Background: an optimization exercise with open tools, aiming at small area, a short achievable clock period and few clock cycles per item. Do not read the settings as production practice.
Where RTL was checked, it was by simulation tests only, not by an equivalence proof against the original.
Function not checked in run 1: the RTL went through the layout flow alone.

## flow/design.v (module list and top-level ports; edited modules follow where they fit)
// module adsr_eg_cfg: 36 lines
// module adsr_eg_one_pole: 1134 lines
// module adsr_eg_core: 152 lines
// module adsr_envelope_generator_unit: 92 lines
module adsr_envelope_generator_unit
(
  input  logic        clk,
  input  logic        rst_n,
  input  logic        in_valid,
  output logic        in_stall,
  input  logic [24:0] in_data,
  output logic        out_valid,
  input  logic        out_stall,
  output logic [26:0] out_data,
  input  logic        cfg_we,
  input  logic [2:0]  cfg_index,
  input  logic [23:0] cfg_wdata
);
  // ...
==> flow/flow/run.sh <==
#!/bin/bash
# Standard layout, with timing repair aiming at a setup slack margin of 8 ns
# (the constraints and clock period are the standard flow's own, unchanged).
set -euo pipefail
bash standard.sh SETUP_SLACK_MARGIN=8 finish > standard_flow.log 2>&1
==> flow/standard.sh <==
#!/bin/bash
# synth_recipe.tcl (not shown) runs the flow's synth.tcl, then flattens the netlist and writes it again
# the make line also repeats each setting of config.mk as NAME=value (left out here)
make -C /OpenROAD-flow-scripts/flow DESIGN_CONFIG=/design/flow/config.mk WORK_HOME=/design/flow/orfs CLKGATE_MAP_FILE= SYNTH_SCRIPT=/design/flow/synth_recipe.tcl "${@:-finish}"
==> flow/config.mk <==
export PLATFORM = sky130hd
export DESIGN_NAME = adsr_envelope_generator_unit
export DESIGN_NICKNAME = adsr_envelope_generator_unit
export VERILOG_FILES = /design/flow/design.v
export SDC_FILE = /design/flow/constraint.sdc
export NUM_CORES = 4
export LEC_CHECK = 0
export CAP_MARGIN = 20
export CORE_MARGIN = 2
export CORE_UTILIZATION = 55
export SLEW_MARGIN = 20
==> flow/constraint.sdc <==
create_clock -name core_clock -period 16.0 [get_ports {clk}]
set_input_delay 3.2000 -clock core_clock [delete_from_list [all_inputs] [get_ports {clk}]]
set_output_delay 3.2000 -clock core_clock [all_outputs]
set_load 0.01 [all_outputs]
==> run_summary.xml, run 1 <==
<?xml version="1.0" encoding="UTF-8"?>
<metrics>
  <group name="global_route">
    <metric name="globalRouteMet1Util" unit="%">51.75</metric>
    <metric name="gr-usage-all-layers" unit="%">39.81</metric>
  </group>
  <group name="logic_synthesis">
    <metric name="yosys.area_share.simple" unit="%">8.360</metric>
    <metric name="synth.yosys.seq_area_share" unit="%">22.63</metric>
    <metric name="post_synth_instance_area" unit="um^2">26010</metric>
    <metric name="ys_dominant_reg_cell" unit="">sky130_fd_sc_hd__edfxtp_1</metric>
    <metric name="synth_enable_flop_cells" unit="">174</metric>
  </group>
  <group name="die">
    <metric name="dieWidth" unit="um">221.5</metric>
  </group>
  <group name="clocking">
    <metric name="root_driver" unit="">sky130_fd_sc_hd__clkbuf_16</metric>
    <metric name="insertion_delay" unit="ns">0.53</metric>
  </group>
  <group name="route">
    <metric name="detailedRoute.firstPassIterationCount" unit="">19</metric>
    <metric name="routed_wl" unit="um">98110</metric>
  </group>
  <group name="place">
    <metric name="dpl.cell_count" unit="">3081</metric>
    <metric name="place_ws" unit="ns">5.978</metric>
  </group>
  <group name="layout">
    <metric name="layout.sequential_cells" unit="">207</metric>
    <metric name="seq-cell-share" unit="%">18.26</metric>
    <metric name="multi_input_area" unit="um^2">19700</metric>
    <metric name="layout.clock.cell_area_share" unit="%">2.513</metric>
    <metric name="layout_common_cells" unit="">sky130_fd_sc_hd__xnor2_1 (309), sky130_fd_sc_hd__a22oi_1 (308), sky130_fd_sc_hd__fa_1 (254)</metric>
  </group>
  <group name="status">
    <metric name="status" unit="">no timing/DRC/antenna violations</metric>
  </group>
  <group name="critical_path">
    <metric name="cp.depth" unit="">34</metric>
    <metric name="timing.critical_path.mode_cell" unit="">sky130_fd_sc_hd__buf_6</metric>
    <metric name="worstReg2RegEnd" unit="">u_core.level_r[11]</metric>
  </group>
</metrics>
==> run 2: changes to the inputs <==
--- a/flow/design.v
+++ b/flow/design.v
@@ -1168,53 +1168,32 @@
   assign va[46] = hc612;
   assign vb[46] = fs615;
   assign va[47] = fc616;
   assign vb[47] = hs619;
   assign va[48] = fc618;
   assign vb[48] = hc620;
   assign va[49] = 1'b1;
   assign vb[49] = 1'b0;
-  logic [24:0] lo;
-  logic        c24;
-  assign lo  = {1'b0, va[23:0]} + {1'b0, vb[23:0]};
-  assign c24 = lo[24];
+  logic [49:0] sum_full;
   logic [25:0] s;
-  assign s   = va[49:24] + vb[49:24] + {25'd0, c24};
-  assign sum = s[23:0];
-  logic [25:0] ov_hi_k, ov_hi_x, ov_hi_y, ov_hi_t;
-  assign ov_hi_k = -26'sd8388608;
-  assign ov_hi_x = va[49:24] ^ vb[49:24] ^ ov_hi_k;
-  assign ov_hi_y = (va[49:24] & vb[49:24]) | (ov_hi_k & (va[49:24] ^ vb[49:24]));
-  assign ov_hi_t = ov_hi_x + {ov_hi_y[24:0], 1'b0} + {25'd0, c24};
-  assign ov_hi = !ov_hi_t[25];
-  logic [25:0] ov_lo_k, ov_lo_x, ov_lo_y, ov_lo_t;
-  assign ov_lo_k = 26'sd8388608;
-  assign ov_lo_x = va[49:24] ^ vb[49:24] ^ ov_lo_k;
-  assign ov_lo_y = (va[49:24] & vb[49:24]) | (ov_lo_k & (va[49:24] ^ vb[49:24]));
-  assign ov_lo_t = ov_lo_x + {ov_lo_y[24:0], 1'b0} + {25'd0, c24};
-  assign ov_lo = ov_lo_t[25];
-  logic [25:0] ge_one_k, ge_one_x, ge_one_y, ge_one_t;
-  assign ge_one_k = -26'sd4194304;
-  assign ge_one_x = va[49:24] ^ vb[49:24] ^ ge_one_k;
-  assign ge_one_y = (va[49:24] & vb[49:24]) | (ge_one_k & (va[49:24] ^ vb[49:24]));
-  assign ge_one_t = ge_one_x + {ge_one_y[24:0], 1'b0} + {25'd0, c24};
-  assign ge_one = !ge_one_t[25];
-  logic [25:0] le_floor_k, le_floor_x, le_floor_y, le_floor_t;
-  assign le_floor_k = -26'sd420;
-  assign le_floor_x = va[49:24] ^ vb[49:24] ^ le_floor_k;
-  assign le_floor_y = (va[49:24] & vb[49:24]) | (le_floor_k & (va[49:24] ^ vb[49:24]));
-  assign le_floor_t = le_floor_x + {le_floor_y[24:0], 1'b0} + {25'd0, c24};
-  assign le_floor = le_floor_t[25];
-  logic [25:0] le_sus_k, le_sus_x, le_sus_y, le_sus_t;
-  assign le_sus_k = ~{3'd0, sustain};
-  assign le_sus_x = va[49:24] ^ vb[49:24] ^ le_sus_k;
-  assign le_sus_y = (va[49:24] & vb[49:24]) | (le_sus_k & (va[49:24] ^ vb[49:24]));
-  assign le_sus_t = le_sus_x + {le_sus_y[24:0], 1'b0} + {25'd0, c24};
-  assign le_sus = le_sus_t[25];
+  assign sum_full = va + vb;
+  assign s        = sum_full[49:24];
+  assign sum      = s[23:0];
+  assign ov_hi    = !s[25] && (s[24] || s[23]);
+  assign ov_lo    =  s[25] && !(s[24] && s[23]);
+  assign ge_one   = !s[25] && (s[24] || s[23] || s[22]);
+  assign le_floor =  s[25] || (s[24:9] == 16'd0 && s[8:0] <= 9'd419);
+  logic [25:0] sk, sx, sy;
+  logic [49:0]  st;
+  assign sk = ~{3'd0, sustain};
+  assign sx = va[49:24] ^ vb[49:24] ^ sk;
+  assign sy = (va[49:24] & vb[49:24]) | (sk & (va[49:24] ^ vb[49:24]));
+  assign st = {sx, va[23:0]} + {sy[24:0], 1'b0, vb[23:0]};
+  assign le_sus = st[49];
 endmodule
 module adsr_eg_core
 (
   input  logic      clk,
   input  logic      rst_n,
   input  adsr_eg_pkg::cfg_t      cfg,
   input  logic      req_valid,
   input  logic      req_rise,
==> flow/flow/run.sh (replaced) <==
#!/bin/bash
# Standard layout, with timing repair aiming at a setup slack margin of 7 ns
# (the constraints and clock period are the standard flow's own, unchanged).
set -euo pipefail
bash standard.sh SETUP_SLACK_MARGIN=7 finish > standard_flow.log 2>&1
==> flow/config.mk (replaced) <==
export PLATFORM = sky130hd
export DESIGN_NAME = adsr_envelope_generator_unit
export DESIGN_NICKNAME = adsr_envelope_generator_unit
export VERILOG_FILES = /design/flow/design.v
export SDC_FILE = /design/flow/constraint.sdc
export NUM_CORES = 4
export LEC_CHECK = 0
export ABC_AREA = 1
export CAP_MARGIN = 20
export CORE_MARGIN = 2
export CORE_UTILIZATION = 55
export SLEW_MARGIN = 20
==> run 2 against run 1 <==
  * Global-route usage shrank 0.84 points
  * Count of clock-buffer cells in the layout shrank 7
  * Non-clock buffer count shrank 167
  * Die area shrank 0.78%
  * Area after synthesis shrank 0.79%
  * Core utilization shrank 7.7 points
  * Fmax shrank 0.42%
==> run_summary.xml, run 2 <==
<?xml version="1.0" encoding="UTF-8"?>
<metrics>
  <group name="logic_synthesis">
    <metric name="synth_most_common_cell" unit="">sky130_fd_sc_hd__inv_1</metric>
    <metric name="ffs_w_async_s_r_synth" unit="%">0</metric>
    <metric name="ys_dominant_reg_cell" unit="">sky130_fd_sc_hd__edfxtp_1</metric>
    <metric name="yosysWarnings" unit="">3</metric>
    <metric name="synth.yosys.seq_area_share" unit="%">22.81</metric>
    <metric name="synthesized_flop_and_latch_total" unit="">207</metric>
    <metric name="synth_area_leader_cell" unit="">sky130_fd_sc_hd__fa_1</metric>
    <metric name="synth.lib_cells_used.distinct" unit="">55</metric>
    <metric name="syn-num-nets" unit="">3494</metric>
    <metric name="synth.area.top_cells" unit="">sky130_fd_sc_hd__fa_1 (22%), sky130_fd_sc_hd__edfxtp_1 (20%), sky130_fd_sc_hd__o22ai_1 (6.7%), sky130_fd_sc_hd__inv_1 (6.2%), sky130_fd_sc_hd__ha_1 (5.8%)</metric>
    <metric name="synth_enable_flop_cells" unit="">174</metric>
    <metric name="post_synth.cell_area_avg" unit="um^2">8.514</metric>
    <metric name="syn_inst" unit="">3031</metric>
    <metric name="synth_largest_type_area_fraction" unit="%">22.19</metric>
    <metric name="post_synth_instance_area" unit="um^2">25810</metric>
    <metric name="yosys-top-cells-count" unit="">sky130_fd_sc_hd__inv_1 (424), sky130_fd_sc_hd__nand2_1 (383), sky130_fd_sc_hd__fa_1 (286), sky130_fd_sc_hd__o22ai_1 (276), sky130_fd_sc_hd__nor2_1 (181)</metric>
  </group>
  <group name="layout">
    <metric name="fin_cells" unit="">3680</metric>
    <metric name="area_growth_syn_to_layout" unit="%">10.65</metric>
    <metric name="finish.net_count" unit="">3522</metric>
    <metric name="top_register" unit="">u_cfg.cfg_r</metric>
    <metric name="layout_common_cells" unit="">sky130_fd_sc_hd__inv_1 (416), sky130_fd_sc_hd__nand2_1 (383), sky130_fd_sc_hd__fa_1 (285)</metric>
    <metric name="largest_reg_flops" unit="">167</metric>
    <metric name="design_area" unit="um^2">28550</metric>
    <metric name="n_fill_cell" unit="">4152</metric>
    <metric name="registers_with_the_highest_flip_flop_counts" unit="">u_cfg.cfg_r: 167 flops, u_core.level_r: 24 flops</metric>
    <metric name="num_antenna_cells" unit="">0</metric>
    <metric name="layout.cells.most_common" unit="">sky130_fd_sc_hd__inv_1</metric>
    <metric name="drive_gt1_share" unit="%">7.387</metric>
  </group>
  <group name="clocking">
    <metric name="cts.sink_count" unit="">207</metric>
    <metric name="tritoncts" unit="">yes</metric>
    <metric name="numCtsBuffers" unit="">20</metric>
    <metric name="insertion_delay" unit="ns">0.51</metric>
    <metric name="root_driver" unit="">sky130_fd_sc_hd__clkbuf_16</metric>
    <metric name="cts_htree_levels" unit="">1</metric>
    <metric name="cts.clk_slew.worst_paths" unit="ns">0.07</metric>
    <metric name="max-clock-path-buffers" unit="">3</metric>
    <metric name="postCtsHoldBufs" unit="">0</metric>
  </group>
  <group name="critical_path">
    <metric name="crit_path_required_time" unit="ns">16.42</metric>
    <metric name="crit_fanout" unit="">25</metric>
    <metric name="critPathArrivalTime" unit="ns">9.09</metric>
    <metric name="timing.setup.critical_path_class" unit="">reg2reg</metric>
    <metric name="slowest_delay" unit="ns">0.54</metric>
    <metric name="crit_slowest_cell" unit="">sky130_fd_sc_hd__fa_1</metric>
    <metric name="worstSetupStartpointType" unit="">register</metric>
    <metric name="crit_path_end_kind" unit="">register</metric>
    <metric name="timing.critical_path.mode_cell" unit="">sky130_fd_sc_hd__fa_1</metric>
  </group>
  <group name="route">
    <metric name="detailedRoute.firstPassIterationCount" unit="">7</metric>
    <metric name="vias" unit="">23670</metric>
    <metric name="routed_wl" unit="um">94650</metric>
    <metric name="detail_route.iter0.violations" unit="">3068</metric>
    <metric name="route.detailed.vias_per_inst" unit="">6.431</metric>
    <metric name="detail_route.wl_per_cell" unit="um">25.72</metric>
    <metric name="route.detailed.drc" unit="">0</metric>
    <metric name="postRouteAntennaNets" unit="">0</metric>
  </group>
  <group name="die">
    <metric name="start_util" unit="%">55.55</metric>
    <metric name="top_level_ports" unit="">86</metric>
    <metric name="dieWidth" unit="um">220.6</metric>
    <metric name="num_rows" unit="">79</metric>
    <metric name="core-area" unit="um^2">46460</metric>
    <metric name="die_h" unit="um">220.6</metric>
    <metric name="design.die.area" unit="um^2">48670</metric>
  </group>
  <group name="sta">
    <metric name="final.setup_skew" unit="ns">0.01680</metric>
    <metric name="max_clock_freq" unit="GHz">0.1154</metric>
    <metric name="hold_viol" unit="">0</metric>
    <metric name="share_of_the_clock_period_used_by_the_worst_path" unit="%">54.16</metric>
    <metric name="relSlewSlack" unit="%">20.71</metric>
    <metric name="shortest_clock_period_the_worst_path_allows_after_layout" unit="ns">8.665</metric>
    <metric name="timing_worst_slew_pin_value" unit="ns">1.188</metric>
    <metric name="timing.final.setup_violations" unit="">0</metric>
    <metric name="final-max-slew-violation-count" unit="">0</metric>
    <metric name="finalSetupTns" unit="ns">0</metric>
    <metric name="rsz0062_at_grt" unit="">no</metric>
  </group>
  <group name="status">
    <metric name="status" unit="">no timing/DRC/antenna violations</metric>
  </group>
  <group name="global_route">
    <metric name="maximum_number_of_pins_on_one_net_before_global_route_repair" unit="">47</metric>
    <metric name="grt-ovfl-total" unit="">0</metric>
    <metric name="grt_pass1_wl" unit="um">141500</metric>
    <metric name="number_of_global_route_vias_before_repair" unit="">23440</metric>
    <metric name="gr-usage-all-layers" unit="%">38.97</metric>
    <metric name="antenna_found_initial" unit="">0</metric>
  </group>
  <group name="place">
    <metric name="dpl.cell_count" unit="">3604</metric>
    <metric name="place.detailed.hpwl" unit="um">66700</metric>
    <metric name="port-buffer-count" unit="">85</metric>
    <metric name="area_after_dpl" unit="um^2">27360</metric>
    <metric name="routabilityCongestion" unit="">0.9560</metric>
  </group>
  <group name="min_path">
    <metric name="holdCritPathClass" unit="">reg2reg</metric>
  </group>
  <group name="job">
    <metric name="max_cap_violations" unit="">0</metric>
  </group>
</metrics>
==> run 2: layout make-up <==
class / count / area (um^2) / area share, %
Clock inverter: 13 / 105.1 / 0.3681
Multi-Input combinational cell: 2199 / 17880 / 62.61
Tap cell: 607 / 759.5 / 2.660
Timing Repair inverter: 4 / 30.03 / 0.1052
Inverter: 446 / 1704 / 5.968
Sequential cell: 207 / 5886 / 20.61
Clock buffer: 23 / 533.0 / 1.867
Timing Repair Buffer: 181 / 1658 / 5.806
==> run 2: cells by family (layout without fill, tap and decap cells) <==
| family | count (synthesis) | in the layout | synth area share (%) |
|---|---|---|---|
| flip-flops | 207 | 207 | 22.81 |
| AO/OA/AOI/OAI | 674 | 675 | 15.79 |
| adder cells (fa/ha/maj) | 406 | 406 | 28.00 |
| XOR/XNOR | 307 | 307 | 10.42 |
| buffers and inverters | 628 | 667 | 9.318 |
| AND/OR/NAND/NOR | 809 | 811 | 13.67 |
==> run 2: metal layers <==
layer	wire length [um]	share of wire, %	up-vias	track usage (%)
met2	42230	45	1636	61.02
li1	-	-	10200	-
met3	10120	11	465	7.656
met5	0	0	-	0.2020
met1	35320	37	11360	49.89
met4	6985	7.4	0	24.16
==> run 2: repair_timing <==
action	CTS	global route
setup endpoints to repair	24	26
cloned	5	2
gates resized for setup	19	40
pin swaps	0	4
buffers inserted	16	16
==> run 2: critical path, delay by kind of cell, from the launching register on <==
family / cells / cell delay, ns
adders and majority gates: 8 / 3.59
AOI/OAI and AO/OA: 9 / 1.64
buffers and inverters: 6 / 1.26
and+or+nand+nor: 9 / 1.06
xor gates and xnor gates: 2 / 0.47
DFF: 1 / 0.46
==> run 2: path summary, 6_finish.rpt <==
| kind | end | slack [ns] | cells past startpoint | from |
|---|---|---|---|---|
| max | u_core.level_r[13] | 7.33 | 34 | s1_rise_r |
| min | u_core.last_r | 0.43 | 0 | s1_last_r |
| max reg2reg | u_core.level_r[13] | 7.33 | 34 | s1_rise_r |
| min reg2reg | u_core.last_r | 0.43 | 0 | s1_last_r |
==> run 2: metrics by stage <==
step | hold slack (ns) | setup slack [ns] | utilization, %
global route | 0.4565 | 6.983 | 61.47
CTS | 0.4298 | 7.006 | 60.75
global placement | 0.4089 | 6.441 | 58.88
finish | 0.4346 | 7.335 | 61.47
detailed placement | 0.4147 | 6.304 | 58.90
floorplan | 0.4003 | 8.453 | -
Testbench counts of run 2, summed over its fixed seeds: cycles 106,689, items 96,000.
==> run 3: changes to the inputs <==
--- a/flow/config.mk
+++ b/flow/config.mk
@@ -5,7 +5,6 @@
 export SDC_FILE = /design/flow/constraint.sdc
 export NUM_CORES = 4
 export LEC_CHECK = 0
-export ABC_AREA = 1
 export CAP_MARGIN = 20
 export CORE_MARGIN = 2
 export CORE_UTILIZATION = 55
==> run 3 against run 2 <==
  * Final cell count shrank 11%
  * Non-clock buffer count is 1 higher
  * Sequential share of layout area shrank 0.079 points
  * Global-route usage about the same
  * Core utilization up 0.25 points
  * Still clean on timing, DRC and antenna
  * Count of clock-buffer cells in the layout stayed put
  * Critical endpoint is now u_core.level_r[22]
==> run_summary.xml, run 3 <==
<?xml version="1.0" encoding="UTF-8"?>
<metrics>
  <group name="logic_synthesis">
    <metric name="synth.area.top_cells" unit="">sky130_fd_sc_hd__fa_1 (22%), sky130_fd_sc_hd__edfxtp_1 (20%), sky130_fd_sc_hd__a22oi_1 (8.7%), sky130_fd_sc_hd__xnor2_1 (6.0%), sky130_fd_sc_hd__ha_1 (5.8%)</metric>
    <metric name="synthesized_flop_and_latch_total" unit="">207</metric>
    <metric name="syn_inst" unit="">2682</metric>
    <metric name="post_synth.cell_area_avg" unit="um^2">9.631</metric>
    <metric name="yosys-top-cells-count" unit="">sky130_fd_sc_hd__a22oi_1 (300), sky130_fd_sc_hd__fa_1 (286), sky130_fd_sc_hd__nand2_1 (216), sky130_fd_sc_hd__inv_1 (196), sky130_fd_sc_hd__clkbuf_1 (185)</metric>
    <metric name="ffs_w_async_s_r_synth" unit="%">0</metric>
    <metric name="synth_enable_flop_cells" unit="">174</metric>
    <metric name="synth.lib_cells_used.distinct" unit="">91</metric>
    <metric name="ys_dominant_reg_cell" unit="">sky130_fd_sc_hd__edfxtp_1</metric>
    <metric name="post_synth_instance_area" unit="um^2">25830</metric>
    <metric name="synth_most_common_cell" unit="">sky130_fd_sc_hd__a22oi_1</metric>
    <metric name="syn-num-nets" unit="">3145</metric>
    <metric name="yosysWarnings" unit="">3</metric>
    <metric name="synth_area_leader_cell" unit="">sky130_fd_sc_hd__fa_1</metric>
    <metric name="synth_largest_type_area_fraction" unit="%">22.17</metric>
    <metric name="synth.yosys.seq_area_share" unit="%">22.79</metric>
  </group>
  <group name="route">
    <metric name="route.detailed.vias_per_inst" unit="">6.786</metric>
    <metric name="routed_wl" unit="um">94900</metric>
    <metric name="detail_route.wl_per_cell" unit="um">28.85</metric>
    <metric name="detailedRoute.firstPassIterationCount" unit="">6</metric>
    <metric name="vias" unit="">22320</metric>
    <metric name="detail_route.iter0.violations" unit="">2445</metric>
    <metric name="route.detailed.drc" unit="">0</metric>
    <metric name="postRouteAntennaNets" unit="">0</metric>
  </group>
  <group name="layout">
    <metric name="drive_gt1_share" unit="%">9.138</metric>
    <metric name="registers_with_the_highest_flip_flop_counts" unit="">u_cfg.cfg_r: 167 flops, u_core.level_r: 24 flops</metric>
    <metric name="layout.cells.most_common" unit="">sky130_fd_sc_hd__a22oi_1</metric>
    <metric name="finish.net_count" unit="">3133</metric>
    <metric name="area_growth_syn_to_layout" unit="%">11.00</metric>
    <metric name="final_core_util" unit="%">61.72</metric>
    <metric name="largest_reg_flops" unit="">167</metric>
    <metric name="layout_common_cells" unit="">sky130_fd_sc_hd__a22oi_1 (298), sky130_fd_sc_hd__fa_1 (281), sky130_fd_sc_hd__nand2_1 (214)</metric>
    <metric name="top_register" unit="">u_cfg.cfg_r</metric>
  </group>
  <group name="global_route">
    <metric name="gr-usage-all-layers" unit="%">38.93</metric>
    <metric name="number_of_global_route_vias_before_repair" unit="">22390</metric>
    <metric name="grt_pass1_wl" unit="um">139900</metric>
    <metric name="antenna_found_initial" unit="">2</metric>
    <metric name="grt-ovfl-total" unit="">0</metric>
    <metric name="maximum_number_of_pins_on_one_net_before_global_route_repair" unit="">114</metric>
  </group>
  <group name="sta">
    <metric name="final.setup_skew" unit="ns">0.03602</metric>
    <metric name="hold_viol" unit="">0</metric>
    <metric name="timing.final.setup_violations" unit="">0</metric>
    <metric name="share_of_the_clock_period_used_by_the_worst_path" unit="%">54.90</metric>
    <metric name="final-max-slew-violation-count" unit="">0</metric>
    <metric name="timing_worst_slew_pin_value" unit="ns">1.069</metric>
    <metric name="finalSetupTns" unit="ns">0</metric>
    <metric name="shortest_clock_period_the_worst_path_allows_after_layout" unit="ns">8.784</metric>
    <metric name="rsz0062_at_grt" unit="">yes</metric>
    <metric name="max_clock_freq" unit="GHz">0.1138</metric>
    <metric name="relSlewSlack" unit="%">28.75</metric>
  </group>
  <group name="critical_path">
    <metric name="critPathArrivalTime" unit="ns">9.18</metric>
    <metric name="ff2ff_path_depth" unit="">28</metric>
    <metric name="timing.critical_path.mode_cell" unit="">sky130_fd_sc_hd__fa_1</metric>
    <metric name="crit_fanout" unit="">28</metric>
    <metric name="worstSetupStartpointType" unit="">register</metric>
    <metric name="timing.rr.start" unit="">s1_fall_r</metric>
    <metric name="slowest_delay" unit="ns">0.63</metric>
    <metric name="timing.setup.critical_path_class" unit="">reg2reg</metric>
    <metric name="worstReg2RegEnd" unit="">u_core.level_r[22]</metric>
    <metric name="crit_slowest_cell" unit="">sky130_fd_sc_hd__a211oi_1</metric>
    <metric name="crit_path_end_kind" unit="">register</metric>
    <metric name="reg2reg_setup_slack" unit="ns">7.22</metric>
    <metric name="crit_path_required_time" unit="ns">16.39</metric>
  </group>
  <group name="die">
    <metric name="die_h" unit="um">220.7</metric>
    <metric name="design.die.area" unit="um^2">48720</metric>
    <metric name="core-area" unit="um^2">46460</metric>
    <metric name="dieWidth" unit="um">220.7</metric>
    <metric name="start_util" unit="%">55.60</metric>
    <metric name="num_rows" unit="">79</metric>
    <metric name="top_level_ports" unit="">86</metric>
  </group>
  <group name="job">
    <metric name="max_cap_violations" unit="">0</metric>
  </group>
  <group name="clocking">
    <metric name="cts_htree_levels" unit="">1</metric>
    <metric name="cts.clk_slew.worst_paths" unit="ns">0.07</metric>
    <metric name="numCtsBuffers" unit="">20</metric>
    <metric name="insertion_delay" unit="ns">0.52</metric>
    <metric name="postCtsHoldBufs" unit="">0</metric>
    <metric name="root_driver" unit="">sky130_fd_sc_hd__clkbuf_16</metric>
    <metric name="max-clock-path-buffers" unit="">3</metric>
    <metric name="tritoncts" unit="">yes</metric>
    <metric name="cts.sink_count" unit="">207</metric>
  </group>
  <group name="min_path">
    <metric name="holdPathStages" unit="">0</metric>
    <metric name="hold_startpoint" unit="">s1_last_r</metric>
    <metric name="holdCritPathClass" unit="">reg2reg</metric>
    <metric name="hold_end" unit="">u_core.last_r</metric>
  </group>
  <group name="place">
    <metric name="place.detailed.hpwl" unit="um">66910</metric>
    <metric name="port-buffer-count" unit="">85</metric>
    <metric name="routabilityCongestion" unit="">0.9475</metric>
  </group>
  <group name="status">
    <metric name="status" unit="">no timing/DRC/antenna violations</metric>
  </group>
</metrics>
==> run 3: changes by cell type after synthesis, moves of 48 or more <==
cell and change:
sky130_fd_sc_hd__a21oi_1 -85, sky130_fd_sc_hd__a22oi_1 +293, sky130_fd_sc_hd__and2_1 +79, sky130_fd_sc_hd__clkbuf_1 +48, sky130_fd_sc_hd__inv_1 -228, sky130_fd_sc_hd__nand2_1 -167, sky130_fd_sc_hd__nand3_1 -88, sky130_fd_sc_hd__nor2_1 -92
sky130_fd_sc_hd__o22ai_1 -276
==> run 3: final cells by class <==
cell class	instances	area, um^2
diodes	1	2.502
clock buffers	23	533.0
clock inverters	10	106.4
fillers	3953	17790
inverters	202	780.7
multi-input cells	2057	18830
flip-flops and latches	207	5887
well taps	607	759.5
repair buffers	182	1775
==> run 3: cells by family after synthesis <==
kind of cell,share of synthesized area (%)
compound gates,19.40
simple gates,11.80
buf+inv,6.195
fa+ha+maj,27.98
xor+xnor,11.60
flops,22.79
mux,0.2470
==> run 3: per-stage QoR <==
stage | setup WS (ns) | std cells | hold slack [ns] | area (um^2)
global route | 6.925 | 3288 | 0.4379 | 28670
detailed placement | 5.754 | 3227 | 0.4249 | 27330
global placement | 6.003 | 3227 | 0.4074 | 27320
finish | 7.216 | 3289 | 0.4273 | 28670
CTS | 7.007 | 3275 | 0.4350 | 28250
floorplan | 7.355 | 2682 | 0.4003 | 25830
==> run 3: how the worst max path moves through the flow <==
| stage | start | endpoint | slack, ns | cells past startpoint |
|---|---|---|---|---|
| 2_1_floorplan | s1_rise_r | u_core.level_r[13] | 7.36 | 31 |
| 3_3_place_gp | s1_fall_r | u_core.level_r[21] | 6.00 | 28 |
| 3_5_place_dp | s1_fall_r | u_core.level_r[2] | 5.75 | 28 |
| 4_1_cts | s1_fall_r | u_core.level_r[2] | 7.01 | 28 |
| 5_1_grt | s1_fall_r | u_core.level_r[5] | 6.92 | 29 |
| 6_report | s1_fall_r | u_core.level_r[22] | 7.22 | 28 |
==> run 3: timing repair <==
item                       CTS  global route
setup endpoints to repair   28            27
resized for setup           35            82
pin swaps                    4            13
setup buffers               15            12
gates cloned                 0             1
==> run 3: routing by layer <==
layer  GRT usage [%]  routed length [um]  vias to the layer above  share of wire [%]
li1                -                   -                     9473                  -
met1           48.88               34640                    11030                 37
met2           62.51               44010                     1436                 46
met3           7.299                9619                      377                 10
met4           23.60                6613                        2                7.0
met5               0                  13                        -              0.014
==> run 3: critical path: cells and delay by family (launching register included) <==
kind	cells	cell delay, ns
adder cells (fa/ha/maj)	7	3.28
AO/OA/AOI/OAI	12	2.80
AND/OR/NAND/NOR	4	1.06
buffers and inverters	4	0.78
flip-flops	1	0.48
XOR/XNOR	1	0.19
==> run 4: changes to the inputs <==
--- a/flow/config.mk
+++ b/flow/config.mk
@@ -5,7 +5,8 @@
 export SDC_FILE = /design/flow/constraint.sdc
 export NUM_CORES = 4
 export LEC_CHECK = 0
-export CAP_MARGIN = 20
+export ABC_AREA = 1
+export CAP_MARGIN = 0
 export CORE_MARGIN = 2
-export CORE_UTILIZATION = 55
-export SLEW_MARGIN = 20
+export CORE_UTILIZATION = 60
+export SLEW_MARGIN = 0
==> run 4 against run 3 <==
  * Via count grew 6.2%
  * Final cell count grew 9.6%
  * Synthesized cell count grew 13%
  * Clock skew shrank 0.019 ns
  * Largest cell class unchanged
  * Fmax grew 1.7%
  * Sequential share of layout area grew 0.30 points
  * Setup slack gained 0.15 ns
  * Wire length shrank 3.2%
==> run_summary.xml, run 4 <==
<?xml version="1.0" encoding="UTF-8"?>
<metrics>
  <group name="clocking">
    <metric name="cts.clk_slew.worst_paths" unit="ns">0.07</metric>
    <metric name="max-clock-path-buffers" unit="">3</metric>
    <metric name="insertion_delay" unit="ns">0.51</metric>
    <metric name="root_driver" unit="">sky130_fd_sc_hd__clkbuf_16</metric>
    <metric name="numCtsBuffers" unit="">19</metric>
    <metric name="cts_htree_levels" unit="">1</metric>
    <metric name="tritoncts" unit="">yes</metric>
    <metric name="cts.sink_count" unit="">207</metric>
  </group>
  <group name="die">
    <metric name="num_rows" unit="">75</metric>
    <metric name="dieWidth" unit="um">211.4</metric>
    <metric name="top_level_ports" unit="">86</metric>
    <metric name="core-area" unit="um^2">42230</metric>
    <metric name="design.die.area" unit="um^2">44690</metric>
    <metric name="die_h" unit="um">211.4</metric>
    <metric name="start_util" unit="%">61.11</metric>
  </group>
  <group name="sta">
    <metric name="holdWs" unit="ns">0.4200</metric>
    <metric name="shortest_clock_period_the_worst_path_allows_after_layout" unit="ns">8.638</metric>
    <metric name="share_of_the_clock_period_used_by_the_worst_path" unit="%">53.99</metric>
    <metric name="finalSetupTns" unit="ns">0</metric>
    <metric name="timing_worst_slew_pin_value" unit="ns">1.249</metric>
    <metric name="timing.final.setup_violations" unit="">0</metric>
    <metric name="hold_viol" unit="">0</metric>
    <metric name="final.setup_skew" unit="ns">0.01739</metric>
    <metric name="final-max-slew-violation-count" unit="">0</metric>
    <metric name="rsz0062_at_grt" unit="">no</metric>
    <metric name="max_clock_freq" unit="GHz">0.1158</metric>
    <metric name="relSlewSlack" unit="%">16.64</metric>
  </group>
  <group name="min_path">
    <metric name="holdPathStages" unit="">0</metric>
    <metric name="holdCritPathClass" unit="">reg2reg</metric>
    <metric name="hold_startpoint" unit="">s1_last_r</metric>
    <metric name="hold_end" unit="">u_core.last_r</metric>
  </group>
  <group name="place">
    <metric name="port-buffer-count" unit="">85</metric>
    <metric name="area_after_dpl" unit="um^2">27130</metric>
    <metric name="routabilityCongestion" unit="">1.009</metric>
    <metric name="place.detailed.hpwl" unit="um">65050</metric>
  </group>
  <group name="global_route">
    <metric name="maximum_number_of_pins_on_one_net_before_global_route_repair" unit="">53</metric>
    <metric name="antenna_found_initial" unit="">1</metric>
    <metric name="gr-usage-all-layers" unit="%">40.89</metric>
    <metric name="grt-ovfl-total" unit="">0</metric>
    <metric name="number_of_global_route_vias_before_repair" unit="">23410</metric>
    <metric name="grt_pass1_wl" unit="um">137700</metric>
  </group>
  <group name="critical_path">
    <metric name="timing.critical_path.mode_cell" unit="">sky130_fd_sc_hd__nand2_1</metric>
    <metric name="ff2ff_path_depth" unit="">35</metric>
    <metric name="crit_path_required_time" unit="ns">16.34</metric>
    <metric name="critPathArrivalTime" unit="ns">8.98</metric>
    <metric name="crit_fanout" unit="">35</metric>
    <metric name="crit_path_end_kind" unit="">register</metric>
    <metric name="timing.rr.start" unit="">s1_fall_r</metric>
    <metric name="reg2reg_setup_slack" unit="ns">7.36</metric>
    <metric name="timing.setup.critical_path_class" unit="">reg2reg</metric>
    <metric name="crit_slowest_cell" unit="">sky130_fd_sc_hd__clkinvlp_2</metric>
    <metric name="slowest_delay" unit="ns">0.60</metric>
    <metric name="worstReg2RegEnd" unit="">u_core.level_r[20]</metric>
    <metric name="worstSetupStartpointType" unit="">register</metric>
  </group>
  <group name="layout">
    <metric name="registers_with_the_highest_flip_flop_counts" unit="">u_cfg.cfg_r: 167 flops, u_core.level_r: 24 flops</metric>
    <metric name="drive_gt1_share" unit="%">7.047</metric>
    <metric name="layout_common_cells" unit="">sky130_fd_sc_hd__inv_1 (415), sky130_fd_sc_hd__nand2_1 (383), sky130_fd_sc_hd__fa_1 (286)</metric>
    <metric name="top_register" unit="">u_cfg.cfg_r</metric>
    <metric name="finish.net_count" unit="">3517</metric>
    <metric name="layout.cells.most_common" unit="">sky130_fd_sc_hd__inv_1</metric>
    <metric name="largest_reg_flops" unit="">167</metric>
    <metric name="area_growth_syn_to_layout" unit="%">9.522</metric>
    <metric name="design_area" unit="um^2">28260</metric>
  </group>
  <group name="route">
    <metric name="postRouteAntennaNets" unit="">0</metric>
    <metric name="detail_route.iter0.violations" unit="">3049</metric>
    <metric name="detailedRoute.firstPassIterationCount" unit="">6</metric>
    <metric name="detail_route.wl_per_cell" unit="um">25.48</metric>
    <metric name="route.detailed.vias_per_inst" unit="">6.575</metric>
    <metric name="routed_wl" unit="um">91870</metric>
    <metric name="route.detailed.drc" unit="">0</metric>
    <metric name="vias" unit="">23700</metric>
  </group>
  <group name="logic_synthesis">
    <metric name="ffs_w_async_s_r_synth" unit="%">0</metric>
    <metric name="yosysWarnings" unit="">3</metric>
    <metric name="synth_enable_flop_cells" unit="">174</metric>
    <metric name="synth.yosys.seq_area_share" unit="%">22.81</metric>
    <metric name="synth_most_common_cell" unit="">sky130_fd_sc_hd__inv_1</metric>
    <metric name="syn-num-nets" unit="">3494</metric>
    <metric name="post_synth_instance_area" unit="um^2">25810</metric>
    <metric name="post_synth.cell_area_avg" unit="um^2">8.514</metric>
    <metric name="yosys-top-cells-count" unit="">sky130_fd_sc_hd__inv_1 (424), sky130_fd_sc_hd__nand2_1 (383), sky130_fd_sc_hd__fa_1 (286), sky130_fd_sc_hd__o22ai_1 (276), sky130_fd_sc_hd__nor2_1 (181)</metric>
    <metric name="synth.lib_cells_used.distinct" unit="">55</metric>
    <metric name="syn_inst" unit="">3031</metric>
    <metric name="synthesized_flop_and_latch_total" unit="">207</metric>
    <metric name="synth.area.top_cells" unit="">sky130_fd_sc_hd__fa_1 (22%), sky130_fd_sc_hd__edfxtp_1 (20%), sky130_fd_sc_hd__o22ai_1 (6.7%), sky130_fd_sc_hd__inv_1 (6.2%), sky130_fd_sc_hd__ha_1 (5.8%)</metric>
    <metric name="synth_area_leader_cell" unit="">sky130_fd_sc_hd__fa_1</metric>
    <metric name="ys_dominant_reg_cell" unit="">sky130_fd_sc_hd__edfxtp_1</metric>
    <metric name="synth_largest_type_area_fraction" unit="%">22.19</metric>
  </group>
  <group name="job">
    <metric name="max_cap_violations" unit="">0</metric>
  </group>
  <group name="status">
    <metric name="status" unit="">no timing/DRC/antenna violations</metric>
  </group>
</metrics>
[run 4: worst max-delay path by stage]
stage,from,end,cells after the start
final,s1_fall_r,u_core.level_r[20],35
after detailed placement,s1_fall_r,u_core.level_r[18],35
after global routing,s1_fall_r,u_core.level_r[7],35
after CTS,s1_rise_r,u_core.level_r[18],33
after global placement,s1_fall_r,u_core.level_r[7],35
after floorplan,s1_fall_r,u_core.level_r[18],34
[run 4: cell families (layout without fill, tap and decap cells)]
family / Yosys count / after routing / synth area share [%]
DFF: 207 / 207 / 22.81
and+or+nand+nor: 809 / 811 / 13.67
xor gates and xnor gates: 307 / 307 / 10.42
AOI/OAI and AO/OA: 674 / 675 / 15.79
adders and majority gates: 406 / 406 / 28.00
other: 0 / 1 / 0
buffers and inverters: 628 / 659 / 9.318
[run 4: metal layers]
layer | GRT usage, % | part of all wire (%) | up-vias | wire length [um]
li1 | - | - | 10190 | -
met1 | 53.21 | 36 | 11190 | 33260
met2 | 62.62 | 44 | 1789 | 40160
met3 | 9.286 | 12 | 528 | 11320
met4 | 24.58 | 7.8 | 0 | 7136
met5 | 0 | 0 | - | 0
[run 4: final cells by class]
type                    instances  area (um^2)
diodes                          1        2.502
clock buffers                  20        479.2
clock inverters                12        86.33
fillers                      3535        13960
inverters                     446         1715
multi-input cells            2199        17770
flip-flops and latches        207         5887
well taps                     539        674.4
repair buffers                172         1587
repair inverters                9        62.56
[run 4: stage by stage]
stage	util [%]	setup slack [ns]	cells
after global routing	66.93	6.954	3604
after global placement	64.24	6.638	3522
after floorplan	-	8.453	3031
after detailed placement	64.24	6.386	3522
final	66.93	7.362	3605
after CTS	65.96	7.011	3570
[run 4: timing repair]
action | 4_1_cts | 5_1_grt
cloned | 6 | 7
pin swaps | 1 | 3
setup buffers | 10 | 27
endpoints found under the setup margin | 24 | 26
hold buffers | 0 | 0
gates resized for setup | 13 | 37
[run 4: worst max-delay path, delay by kind of cell, from the launching register on]
kind / cells / cell delay, ns
AOI/OAI and AO/OA: 4 / 0.83
xor gates and xnor gates: 1 / 0.13
adders and majority gates: 7 / 3.02
buffers and inverters: 5 / 1.09
DFF: 1 / 0.38
and+or+nand+nor: 18 / 2.99
==> run 5: changes to the inputs <==
==> flow/flow/run.sh (replaced) <==
#!/bin/bash
# Standard layout, with timing repair aiming at a setup slack margin of 6 ns
# (the constraints and clock period are the standard flow's own, unchanged).
set -euo pipefail
bash standard.sh SETUP_SLACK_MARGIN=6 finish > standard_flow.log 2>&1
--- a/flow/config.mk
+++ b/flow/config.mk
@@ -5,8 +5,7 @@
 export SDC_FILE = /design/flow/constraint.sdc
 export NUM_CORES = 4
 export LEC_CHECK = 0
-export ABC_AREA = 1
-export CAP_MARGIN = 0
+export CAP_MARGIN = 20
 export CORE_MARGIN = 2
-export CORE_UTILIZATION = 60
-export SLEW_MARGIN = 0
+export CORE_UTILIZATION = 55
+export SLEW_MARGIN = 20
==> run 5 against run 4 <==
  * Still clean on timing, DRC and antenna
  * Final cell count fell by 9.4%
  * Via count decreased by 6.6%
  * First-iteration DRC count decreased by 16%
  * Critical path type unchanged
==> run_summary.xml, run 5 <==
<?xml version="1.0" encoding="UTF-8"?>
<metrics>
  <group name="clocking">
    <metric name="cts_htree_levels" unit="">1</metric>
    <metric name="postCtsHoldBufs" unit="">0</metric>
    <metric name="root_driver" unit="">sky130_fd_sc_hd__clkbuf_16</metric>
    <metric name="cts.sink_count" unit="">207</metric>
    <metric name="cts.clk_slew.worst_paths" unit="ns">0.07</metric>
    <metric name="max-clock-path-buffers" unit="">3</metric>
    <metric name="insertion_delay" unit="ns">0.52</metric>
    <metric name="tritoncts" unit="">yes</metric>
    <metric name="numCtsBuffers" unit="">20</metric>
  </group>
  <group name="logic_synthesis">
    <metric name="synth_area_leader_cell" unit="">sky130_fd_sc_hd__fa_1</metric>
    <metric name="synth_enable_flop_cells" unit="">174</metric>
    <metric name="post_synth_instance_area" unit="um^2">25830</metric>
    <metric name="synth_most_common_cell" unit="">sky130_fd_sc_hd__a22oi_1</metric>
    <metric name="yosys-top-cells-count" unit="">sky130_fd_sc_hd__a22oi_1 (300), sky130_fd_sc_hd__fa_1 (286), sky130_fd_sc_hd__nand2_1 (216), sky130_fd_sc_hd__inv_1 (196), sky130_fd_sc_hd__clkbuf_1 (185)</metric>
    <metric name="synth.yosys.seq_area_share" unit="%">22.79</metric>
    <metric name="ffs_w_async_s_r_synth" unit="%">0</metric>
    <metric name="syn-num-nets" unit="">3145</metric>
    <metric name="yosysWarnings" unit="">3</metric>
    <metric name="synth.area.top_cells" unit="">sky130_fd_sc_hd__fa_1 (22%), sky130_fd_sc_hd__edfxtp_1 (20%), sky130_fd_sc_hd__a22oi_1 (8.7%), sky130_fd_sc_hd__xnor2_1 (6.0%), sky130_fd_sc_hd__ha_1 (5.8%)</metric>
    <metric name="ys_dominant_reg_cell" unit="">sky130_fd_sc_hd__edfxtp_1</metric>
    <metric name="synthesized_flop_and_latch_total" unit="">207</metric>
    <metric name="synth_largest_type_area_fraction" unit="%">22.17</metric>
    <metric name="post_synth.cell_area_avg" unit="um^2">9.631</metric>
    <metric name="syn_inst" unit="">2682</metric>
    <metric name="synth.lib_cells_used.distinct" unit="">91</metric>
  </group>
  <group name="layout">
    <metric name="finish.net_count" unit="">3110</metric>
    <metric name="layout_common_cells" unit="">sky130_fd_sc_hd__a22oi_1 (300), sky130_fd_sc_hd__fa_1 (286), sky130_fd_sc_hd__nand2_1 (216)</metric>
    <metric name="num_antenna_cells" unit="">0</metric>
    <metric name="layout.cells.most_common" unit="">sky130_fd_sc_hd__a22oi_1</metric>
    <metric name="n_fill_cell" unit="">4011</metric>
    <metric name="area_growth_syn_to_layout" unit="%">8.719</metric>
    <metric name="top_register" unit="">u_cfg.cfg_r</metric>
    <metric name="registers_with_the_highest_flip_flop_counts" unit="">u_cfg.cfg_r: 167 flops, u_core.level_r: 24 flops</metric>
    <metric name="largest_reg_flops" unit="">167</metric>
    <metric name="drive_gt1_share" unit="%">6.847</metric>
    <metric name="fin_cells" unit="">3265</metric>
  </group>
  <group name="critical_path">
    <metric name="critPathArrivalTime" unit="ns">10.15</metric>
    <metric name="ff2ff_path_depth" unit="">27</metric>
    <metric name="crit_path_required_time" unit="ns">16.39</metric>
    <metric name="slowest_delay" unit="ns">0.79</metric>
    <metric name="reg2reg_setup_slack" unit="ns">6.24</metric>
    <metric name="crit_slowest_cell" unit="">sky130_fd_sc_hd__nor4_1</metric>
    <metric name="worstSetupStartpointType" unit="">register</metric>
    <metric name="crit_fanout" unit="">36</metric>
    <metric name="crit_path_end_kind" unit="">register</metric>
    <metric name="timing.setup.critical_path_class" unit="">reg2reg</metric>
    <metric name="timing.critical_path.mode_cell" unit="">sky130_fd_sc_hd__fa_1</metric>
  </group>
  <group name="global_route">
    <metric name="gr-usage-all-layers" unit="%">38.75</metric>
    <metric name="grt_pass1_wl" unit="um">139400</metric>
    <metric name="number_of_global_route_vias_before_repair" unit="">22260</metric>
    <metric name="grt-ovfl-total" unit="">0</metric>
    <metric name="antenna_found_initial" unit="">1</metric>
    <metric name="maximum_number_of_pins_on_one_net_before_global_route_repair" unit="">114</metric>
  </group>
  <group name="die">
    <metric name="num_rows" unit="">79</metric>
    <metric name="die_h" unit="um">220.7</metric>
    <metric name="dieWidth" unit="um">220.7</metric>
    <metric name="core-area" unit="um^2">46460</metric>
    <metric name="top_level_ports" unit="">86</metric>
    <metric name="start_util" unit="%">55.60</metric>
    <metric name="design.die.area" unit="um^2">48720</metric>
  </group>
  <group name="route">
    <metric name="detailedRoute.firstPassIterationCount" unit="">6</metric>
    <metric name="detail_route.iter0.violations" unit="">2571</metric>
    <metric name="vias" unit="">22140</metric>
    <metric name="route.detailed.drc" unit="">0</metric>
    <metric name="route.detailed.vias_per_inst" unit="">6.781</metric>
    <metric name="detail_route.wl_per_cell" unit="um">28.90</metric>
    <metric name="postRouteAntennaNets" unit="">0</metric>
    <metric name="routed_wl" unit="um">94370</metric>
  </group>
  <group name="sta">
    <metric name="rsz0062_at_grt" unit="">no</metric>
    <metric name="max_clock_freq" unit="GHz">0.1025</metric>
    <metric name="relSlewSlack" unit="%">26.88</metric>
    <metric name="holdWs" unit="ns">0.4281</metric>
    <metric name="hold_viol" unit="">0</metric>
    <metric name="timing.final.setup_violations" unit="">0</metric>
    <metric name="finalSetupTns" unit="ns">0</metric>
    <metric name="final.setup_skew" unit="ns">0.03361</metric>
    <metric name="share_of_the_clock_period_used_by_the_worst_path" unit="%">60.99</metric>
    <metric name="timing_worst_slew_pin_value" unit="ns">1.097</metric>
    <metric name="final-max-slew-violation-count" unit="">0</metric>
    <metric name="shortest_clock_period_the_worst_path_allows_after_layout" unit="ns">9.758</metric>
  </group>
  <group name="place">
    <metric name="place.detailed.hpwl" unit="um">66910</metric>
    <metric name="dpl.cell_count" unit="">3227</metric>
    <metric name="routabilityCongestion" unit="">0.9475</metric>
    <metric name="port-buffer-count" unit="">85</metric>
  </group>
  <group name="status">
    <metric name="status" unit="">no timing/DRC/antenna violations</metric>
  </group>
  <group name="min_path">
    <metric name="holdCritPathClass" unit="">reg2reg</metric>
    <metric name="holdPathStages" unit="">0</metric>
  </group>
  <group name="job">
    <metric name="max_cap_violations" unit="">0</metric>
  </group>
</metrics>
## run 5: cell types whose count changed after synthesis, sizes merged, moves of 30 or more
cell and delta:
xnor2 +30, a21oi -87, inv -233, nand3 -93, clkbuf +47, o22ai -275
nor2 -96, and2 +80, a22oi +293, nand2 -180
## run 5: area by class of cell
cell class | count | area (um^2) | share of cell area [%]
Clock inverter | 10 | 106.4 | 0.3787
Sequential cell | 207 | 5887 | 20.96
Tap cell | 607 | 759.5 | 2.704
Multi-Input combinational cell | 2057 | 18600 | 66.22
Inverter | 202 | 763.2 | 2.718
Timing Repair Buffer | 159 | 1438 | 5.119
Clock buffer | 23 | 533.0 | 1.898
## run 5: critical path, delay by kind of cell (launching register included)
kind | cells | cell delay [ns]
buffers and inverters | 3 | 0.79
AO/OA/AOI/OAI | 7 | 1.63
flip-flops | 1 | 0.55
XOR/XNOR | 1 | 0.18
adder cells (fa/ha/maj) | 7 | 3.48
AND/OR/NAND/NOR | 9 | 2.96
## run 5: logic make-up after synthesis
logic type	after synthesis	share of synthesized area [%]
AOI/OAI and AO/OA	697	19.40
and+or+nand+nor	606	11.80
adders and majority gates	406	27.98
xor gates and xnor gates	342	11.60
DFF	207	22.79
muxes	6	0.2470
buffers and inverters	418	6.195
## run 5: through the flow
stage / area (um^2) / setup slack, ns / utilization (%)
6_report: 28080 / 6.242 / 60.45
5_1_grt: 28080 / 6.011 / 60.45
4_1_cts: 28000 / 6.054 / 60.26
3_5_place_dp: 27330 / 5.754 / 58.83
3_3_place_gp: 27320 / 6.003 / 58.81
2_1_floorplan: 25830 / 7.355 / -
## run 5: timing repair
action | CTS | global route
endpoints found under the setup margin | 18 | 26
pin swaps | 1 | 2
buffers inserted | 1 | 4
resized for setup | 1 | 12
## run 5: path summary, 6_finish.rpt
kind,startpoint,end
hold reg to reg,s1_last_r,u_core.last_r
setup / recovery,s1_fall_r,u_core.level_r[22]
hold / removal,s1_last_r,u_core.last_r
setup reg to reg,s1_fall_r,u_core.level_r[22]
## run 5: routing by layer
layer | vias up | wire [um] | global-route usage, %
met5 | - | 0 | 0
met4 | 0 | 6310 | 22.36
met3 | 375 | 9586 | 6.598
met2 | 1485 | 43850 | 62.56
met1 | 10850 | 34630 | 49.28
li1 | 9428 | - | -
==> run 6: changes to the inputs <==
==> flow/flow/run.sh (replaced) <==
#!/bin/bash
# Standard layout, with timing repair aiming at a setup slack margin of 8 ns
# (the constraints and clock period are the standard flow's own, unchanged).
set -euo pipefail
bash standard.sh SETUP_SLACK_MARGIN=8 finish > standard_flow.log 2>&1
==> run 6 against run 5 <==
  * Non-clock buffer count up 124
  * Hold slack worse by 0.0092 ns
  * Flip-flop and latch count unchanged
  * Synthesized cell count unchanged
==> run_summary.xml, run 6 <==
<?xml version="1.0" encoding="UTF-8"?>
<metrics>
  <group name="layout">
    <metric name="design_area" unit="um^2">31320</metric>
    <metric name="registers_with_the_highest_flip_flop_counts" unit="">u_cfg.cfg_r: 167 flops, u_core.level_r: 24 flops</metric>
    <metric name="layout.cells.most_common" unit="">sky130_fd_sc_hd__a22oi_1</metric>
    <metric name="layout_common_cells" unit="">sky130_fd_sc_hd__a22oi_1 (260), sky130_fd_sc_hd__fa_1 (233), sky130_fd_sc_hd__nand2_1 (201)</metric>
    <metric name="drive_gt1_share" unit="%">19.13</metric>
    <metric name="num_antenna_cells" unit="">0</metric>
    <metric name="largest_reg_flops" unit="">167</metric>
    <metric name="area_growth_syn_to_layout" unit="%">21.26</metric>
    <metric name="top_register" unit="">u_cfg.cfg_r</metric>
    <metric name="finish.net_count" unit="">3245</metric>
  </group>
  <group name="logic_synthesis">
    <metric name="yosysWarnings" unit="">3</metric>
    <metric name="synth.lib_cells_used.distinct" unit="">91</metric>
    <metric name="ffs_w_async_s_r_synth" unit="%">0</metric>
    <metric name="syn-num-nets" unit="">3145</metric>
    <metric name="synth_adder_area_share" unit="%">27.98</metric>
    <metric name="syn_inst" unit="">2682</metric>
    <metric name="post_synth.cell_area_avg" unit="um^2">9.631</metric>
    <metric name="post_synth_instance_area" unit="um^2">25830</metric>
    <metric name="yosys.area_share.simple" unit="%">11.80</metric>
    <metric name="synthesized_flop_and_latch_total" unit="">207</metric>
    <metric name="synth-compound-area-share" unit="%">19.40</metric>
    <metric name="yosys-top-cells-count" unit="">sky130_fd_sc_hd__a22oi_1 (300), sky130_fd_sc_hd__fa_1 (286), sky130_fd_sc_hd__nand2_1 (216), sky130_fd_sc_hd__inv_1 (196), sky130_fd_sc_hd__clkbuf_1 (185)</metric>
    <metric name="synth.area.top_cells" unit="">sky130_fd_sc_hd__fa_1 (22%), sky130_fd_sc_hd__edfxtp_1 (20%), sky130_fd_sc_hd__a22oi_1 (8.7%), sky130_fd_sc_hd__xnor2_1 (6.0%), sky130_fd_sc_hd__ha_1 (5.8%)</metric>
    <metric name="synth_most_common_cell" unit="">sky130_fd_sc_hd__a22oi_1</metric>
    <metric name="synth_area_leader_cell" unit="">sky130_fd_sc_hd__fa_1</metric>
    <metric name="post_synth_mux_area_share" unit="%">0.2470</metric>
    <metric name="yosys.area_share.xor_xnor" unit="%">11.60</metric>
    <metric name="synth_largest_type_area_fraction" unit="%">22.17</metric>
    <metric name="ys_dominant_reg_cell" unit="">sky130_fd_sc_hd__edfxtp_1</metric>
    <metric name="synth_top_family_by_area" unit="">adder cells</metric>
    <metric name="synth.yosys.seq_area_share" unit="%">22.79</metric>
    <metric name="synth_enable_flop_cells" unit="">174</metric>
  </group>
  <group name="job">
    <metric name="max_cap_violations" unit="">0</metric>
  </group>
  <group name="critical_path">
    <metric name="crit_fanout" unit="">13</metric>
    <metric name="timing.setup.critical_path_class" unit="">reg2reg</metric>
    <metric name="crit_slowest_cell" unit="">sky130_fd_sc_hd__fa_2</metric>
    <metric name="critPathArrivalTime" unit="ns">8.74</metric>
    <metric name="crit_path_required_time" unit="ns">16.42</metric>
    <metric name="critical-path-top-delay-family" unit="">adder cells</metric>
    <metric name="slowest_delay" unit="ns">0.65</metric>
    <metric name="timing.critical_path.mode_cell" unit="">sky130_fd_sc_hd__fa_2</metric>
    <metric name="crit_path_end_kind" unit="">register</metric>
    <metric name="cp_num_buf_inv" unit="">9</metric>
    <metric name="worstSetupStartpointType" unit="">register</metric>
  </group>
  <group name="sta">
    <metric name="finalSetupTns" unit="ns">0</metric>
    <metric name="holdWs" unit="ns">0.4190</metric>
    <metric name="timing_worst_slew_pin_value" unit="ns">1.060</metric>
    <metric name="max_clock_freq" unit="GHz">0.1201</metric>
    <metric name="share_of_the_clock_period_used_by_the_worst_path" unit="%">52.02</metric>
    <metric name="shortest_clock_period_the_worst_path_allows_after_layout" unit="ns">8.323</metric>
    <metric name="relSlewSlack" unit="%">29.37</metric>
    <metric name="rsz0062_at_grt" unit="">yes</metric>
    <metric name="timing.final.setup_violations" unit="">0</metric>
    <metric name="hold_viol" unit="">0</metric>
    <metric name="final-max-slew-violation-count" unit="">0</metric>
    <metric name="final.setup_skew" unit="ns">0.01960</metric>
  </group>
  <group name="clocking">
    <metric name="cts_htree_levels" unit="">1</metric>
    <metric name="postCtsHoldBufs" unit="">0</metric>
    <metric name="numCtsBuffers" unit="">21</metric>
    <metric name="cts.clk_slew.worst_paths" unit="ns">0.06</metric>
    <metric name="cts.sink_count" unit="">207</metric>
    <metric name="insertion_delay" unit="ns">0.52</metric>
    <metric name="max-clock-path-buffers" unit="">3</metric>
    <metric name="root_driver" unit="">sky130_fd_sc_hd__clkbuf_16</metric>
    <metric name="tritoncts" unit="">yes</metric>
  </group>
  <group name="route">
    <metric name="detailedRoute.firstPassIterationCount" unit="">9</metric>
    <metric name="vias" unit="">23440</metric>
    <metric name="route.detailed.drc" unit="">0</metric>
    <metric name="routed_wl" unit="um">102300</metric>
    <metric name="route.detailed.vias_per_inst" unit="">6.889</metric>
    <metric name="detail_route.wl_per_cell" unit="um">30.06</metric>
    <metric name="detail_route.iter0.violations" unit="">3355</metric>
    <metric name="postRouteAntennaNets" unit="">0</metric>
  </group>
  <group name="global_route">
    <metric name="maximum_number_of_pins_on_one_net_before_global_route_repair" unit="">114</metric>
    <metric name="grt-ovfl-total" unit="">0</metric>
    <metric name="antenna_found_initial" unit="">3</metric>
    <metric name="grt_pass1_wl" unit="um">145600</metric>
    <metric name="gr-usage-all-layers" unit="%">40.87</metric>
    <metric name="number_of_global_route_vias_before_repair" unit="">22870</metric>
  </group>
  <group name="die">
    <metric name="design.die.area" unit="um^2">48720</metric>
    <metric name="core-area" unit="um^2">46460</metric>
    <metric name="top_level_ports" unit="">86</metric>
    <metric name="die_h" unit="um">220.7</metric>
    <metric name="dieWidth" unit="um">220.7</metric>
    <metric name="num_rows" unit="">79</metric>
    <metric name="start_util" unit="%">55.60</metric>
  </group>
  <group name="place">
    <metric name="port-buffer-count" unit="">85</metric>
    <metric name="place.detailed.hpwl" unit="um">65650</metric>
    <metric name="routabilityCongestion" unit="">0.9719</metric>
    <metric name="area_after_dpl" unit="um^2">27340</metric>
  </group>
  <group name="status">
    <metric name="status" unit="">no timing/DRC/antenna violations</metric>
  </group>
  <group name="min_path">
    <metric name="holdCritPathClass" unit="">reg2reg</metric>
  </group>
</metrics>
run 6: cell counts after synthesis:
No cell type changed its count.
run 6: cells by family (layout without fill, tap and decap cells):
kind of cell | after synthesis | in the layout
flip-flops | 207 | 207
buffers and inverters | 418 | 523
adder cells (fa/ha/maj) | 406 | 406
AO/OA/AOI/OAI | 697 | 699
AND/OR/NAND/NOR | 606 | 613
XOR/XNOR | 342 | 342
multiplexers | 6 | 6
run 6: final cells by class:
type,instances,area (um^2)
flip-flops and latches,207,5886
well taps,607,759.5
multi-input cells,2066,20080
fillers,3661,15130
inverters,202,832.0
repair buffers,283,3052
clock inverters,11,147.6
repair inverters,1,8.758
clock buffers,26,554.3
run 6: stage by stage:
stage                     util [%]  setup slack, ns  cells
after global routing         67.43            7.484   3403
after detailed placement     58.85            5.687   3221
after global placement       58.83            5.788   3221
after floorplan                  -            8.014   2682
final                        67.43            7.677   3403
after CTS                    65.35            7.830   3361
run 6: final timing paths:
kind	slack, ns	start	cells after the start	end
min reg2reg	0.42	s1_last_r	0	u_core.last_r
max reg2reg	7.68	s1_fall_r	33	u_core.level_r[8]
min	0.42	s1_last_r	0	u_core.last_r
max	7.68	s1_fall_r	33	u_core.level_r[8]
run 6: per-layer routing:
layer / share of wire [%] / GRT usage (%) / wire [um] / vias to the layer above
met2: 45 / 63.78 / 46420 / 1752
met4: 6.4 / 22.18 / 6547 / 2
met3: 12 / 10.54 / 12250 / 440
li1: - / - / - / 9709
met1: 36 / 52.11 / 37090 / 11540
met5: 0.0078 / 0 / 8 / -
run 6: what timing repair did:
item / 4_1_cts / 5_1_grt
endpoints found under the hold margin: 0 / 0
buffers inserted: 85 / 35
cloned: 18 / 7
pin swaps: 86 / 95
gates resized for setup: 297 / 111
setup endpoints to repair: 29 / 29
run 6: worst register-to-register path, delay by kind of cell, from the launching register on:
kind	cells	cell delay, ns
compound gates	6	1.15
xor+xnor	1	0.23
fa+ha+maj	7	3.13
buf+inv	9	1.31
flops	1	0.36
simple gates	10	2.04
==> run 7: changes to the inputs <==
--- a/flow/config.mk
+++ b/flow/config.mk
@@ -5,6 +5,7 @@
 export SDC_FILE = /design/flow/constraint.sdc
 export NUM_CORES = 4
 export LEC_CHECK = 0
+export ABC_AREA = 1
 export CAP_MARGIN = 20
 export CORE_MARGIN = 2
 export CORE_UTILIZATION = 55
==> run 7 against run 6 <==
  * Fmax rose by 6.3%
  * Critical path depth is 3 higher
  * Sequential share of layout area increased by 0.28 points
  * Hold slack gained 0.014 ns
  * Die area barely moved
  * Setup slack improved by 0.49 ns
  * Register-to-register slack better by 0.49 ns
  * Global-route usage decreased by 0.57 points
  * Clock skew fell by 0.0011 ns
  * Final cell count is 10% higher
  * Highest routed layer unchanged
==> run_summary.xml, run 7 <==
<?xml version="1.0" encoding="UTF-8"?>
<metrics>
  <group name="sta">
    <metric name="final-max-slew-violation-count" unit="">0</metric>
    <metric name="timing.final.setup_violations" unit="">0</metric>
    <metric name="final.setup_skew" unit="ns">0.01853</metric>
    <metric name="share_of_the_clock_period_used_by_the_worst_path" unit="%">48.93</metric>
  </group>
  <group name="layout">
    <metric name="drive_gt1_share" unit="%">16.75</metric>
    <metric name="multi_input_area" unit="um^2">19090</metric>
  </group>
  <group name="logic_synthesis">
    <metric name="synth_area_leader_cell" unit="">sky130_fd_sc_hd__fa_1</metric>
    <metric name="ffs_w_async_s_r_synth" unit="%">0</metric>
    <metric name="yosys.area_share.simple" unit="%">13.67</metric>
    <metric name="syn_inst" unit="">3031</metric>
    <metric name="synth_adder_area_share" unit="%">28.00</metric>
    <metric name="syn-num-nets" unit="">3494</metric>
  </group>
  <group name="clocking">
    <metric name="max-clock-path-buffers" unit="">3</metric>
    <metric name="tritoncts" unit="">yes</metric>
    <metric name="root_driver" unit="">sky130_fd_sc_hd__clkbuf_16</metric>
    <metric name="numCtsBuffers" unit="">20</metric>
    <metric name="cts.sink_count" unit="">207</metric>
    <metric name="cts_htree_levels" unit="">1</metric>
  </group>
  <group name="place">
    <metric name="routabilityCongestion" unit="">0.9560</metric>
  </group>
  <group name="route">
    <metric name="detail_route.iter0.violations" unit="">3375</metric>
    <metric name="detailedRoute.firstPassIterationCount" unit="">8</metric>
  </group>
  <group name="status">
    <metric name="status" unit="">no timing/DRC/antenna violations</metric>
  </group>
  <group name="critical_path">
    <metric name="critPathArrivalTime" unit="ns">8.17</metric>
    <metric name="slowest_delay" unit="ns">0.55</metric>
  </group>
  <group name="die">
    <metric name="num_rows" unit="">79</metric>
    <metric name="start_util" unit="%">55.55</metric>
    <metric name="core-area" unit="um^2">46460</metric>
    <metric name="top_level_ports" unit="">86</metric>
  </group>
  <group name="min_path">
    <metric name="hold_startpoint" unit="">s1_last_r</metric>
  </group>
  <group name="global_route">
    <metric name="antenna_found_initial" unit="">1</metric>
    <metric name="number_of_global_route_vias_before_repair" unit="">23940</metric>
  </group>
</metrics>
run 7: timing repair:
item / CTS / global route
setup buffers: 40 / 45
pin swaps: 22 / 81
gates cloned: 15 / 7
resized for setup: 131 / 282
setup endpoints to repair: 29 / 29
run 7: critical path, delay by kind of cell (launching register included):
| kind | cells | cell delay (ns) |
|---|---|---|
| and+or+nand+nor | 9 | 0.93 |
| AOI/OAI and AO/OA | 9 | 1.31 |
| adders and majority gates | 8 | 3.43 |
| DFF | 1 | 0.37 |
| xor gates and xnor gates | 2 | 0.41 |
| buffers and inverters | 8 | 1.17 |
run 7: kinds of logic (layout without fill, tap and decap cells):
family	Yosys count	after routing
other	0	1
AND/OR/NAND/NOR	809	812
XOR/XNOR	307	307
adder cells (fa/ha/maj)	406	406
buffers and inverters	628	734
AO/OA/AOI/OAI	674	675
flip-flops	207	207
run 7: per-stage QoR:
stage / std cells / worst slack (ns) / utilization, % / hold WS [ns]
2_1_floorplan: 3031 / 8.453 / - / 0.4003
3_3_place_gp: 3604 / 6.441 / 58.88 / 0.4089
3_5_place_dp: 3604 / 6.304 / 58.90 / 0.4147
4_1_cts: 3695 / 8.000 / 62.77 / 0.4298
5_1_grt: 3748 / 7.861 / 66.44 / 0.4565
6_report: 3749 / 8.172 / 66.45 / 0.4332
run 7: worst max path at each step:
stage / startpoint / endpoint / slack, ns / depth (start not counted)
6_report: s1_fall_r / u_core.level_r[0] / 8.17 / 36
5_1_grt: s1_fall_r / u_core.level_r[2] / 7.86 / 41
3_3_place_gp: s1_fall_r / u_core.level_r[6] / 6.44 / 34
4_1_cts: s1_fall_r / u_core.level_r[2] / 8.00 / 44
3_5_place_dp: s1_rise_r / u_core.level_r[3] / 6.30 / 33
2_1_floorplan: s1_fall_r / u_core.level_r[18] / 8.45 / 34
run 7: routing by layer:
layer | routed length, um | vias up | track usage, % | part of all wire, %
met3 | 12040 | 588 | 10.60 | 12
met2 | 44340 | 1802 | 62.39 | 44
li1 | - | 10340 | - | -
met5 | 13 | - | 0 | 0.013
met1 | 36240 | 11720 | 50.37 | 36
met4 | 8311 | 2 | 25.18 | 8.2
run 7: layout make-up:
cell class                 instances  area share, %
inverter                         446          5.601
sequential                       207          19.07
timing repair buffer             248          8.860
clock inverter                    13         0.3405
multi-input combinational       2200          61.84
tap                              607          2.460
clock buffer                      23          1.727
antenna                            1       0.008106
timing repair inverter             4        0.09727

## separate check: timing with driven ports
Ports are ideal in the flow. The routed layouts listed here were re-timed in OpenROAD.
Step 1 (the two cells are an assumption about what drives the block):
set clk [get_ports {clk}]
set_driving_cell -lib_cell sky130_fd_sc_hd__clkbuf_16 $clk
set_driving_cell -lib_cell sky130_fd_sc_hd__buf_2 [delete_from_list [all_inputs] $clk]
Step 2, shift: input delay + t, output delay - t, t = (earliest + latest rising clock arrival at the registers) / 2. This alone moves slack from input paths to output paths.
Three values: ideal ports, drivers, drivers and shift; two values: the first two.
run	shift t [ns]	setup slack, ns	worst setup path at the end
run 1	0.575	7.371 / 7.371 / 7.371	register to register
run 2	0.557	7.335 / 7.335 / 7.335	register to register
run 3	0.558	7.216 / 7.216 / 7.216	register to register
run 4	0.546	7.362 / 7.362 / 7.362	register to register
run 5	0.554	6.242 / 6.242 / 6.242	register to register
run 6	0.564	7.677 / 7.677 / 7.677	register to register
run 7	0.558	8.172 / 8.172 / 8.172	register to register
After both steps every run listed still meets setup and hold.
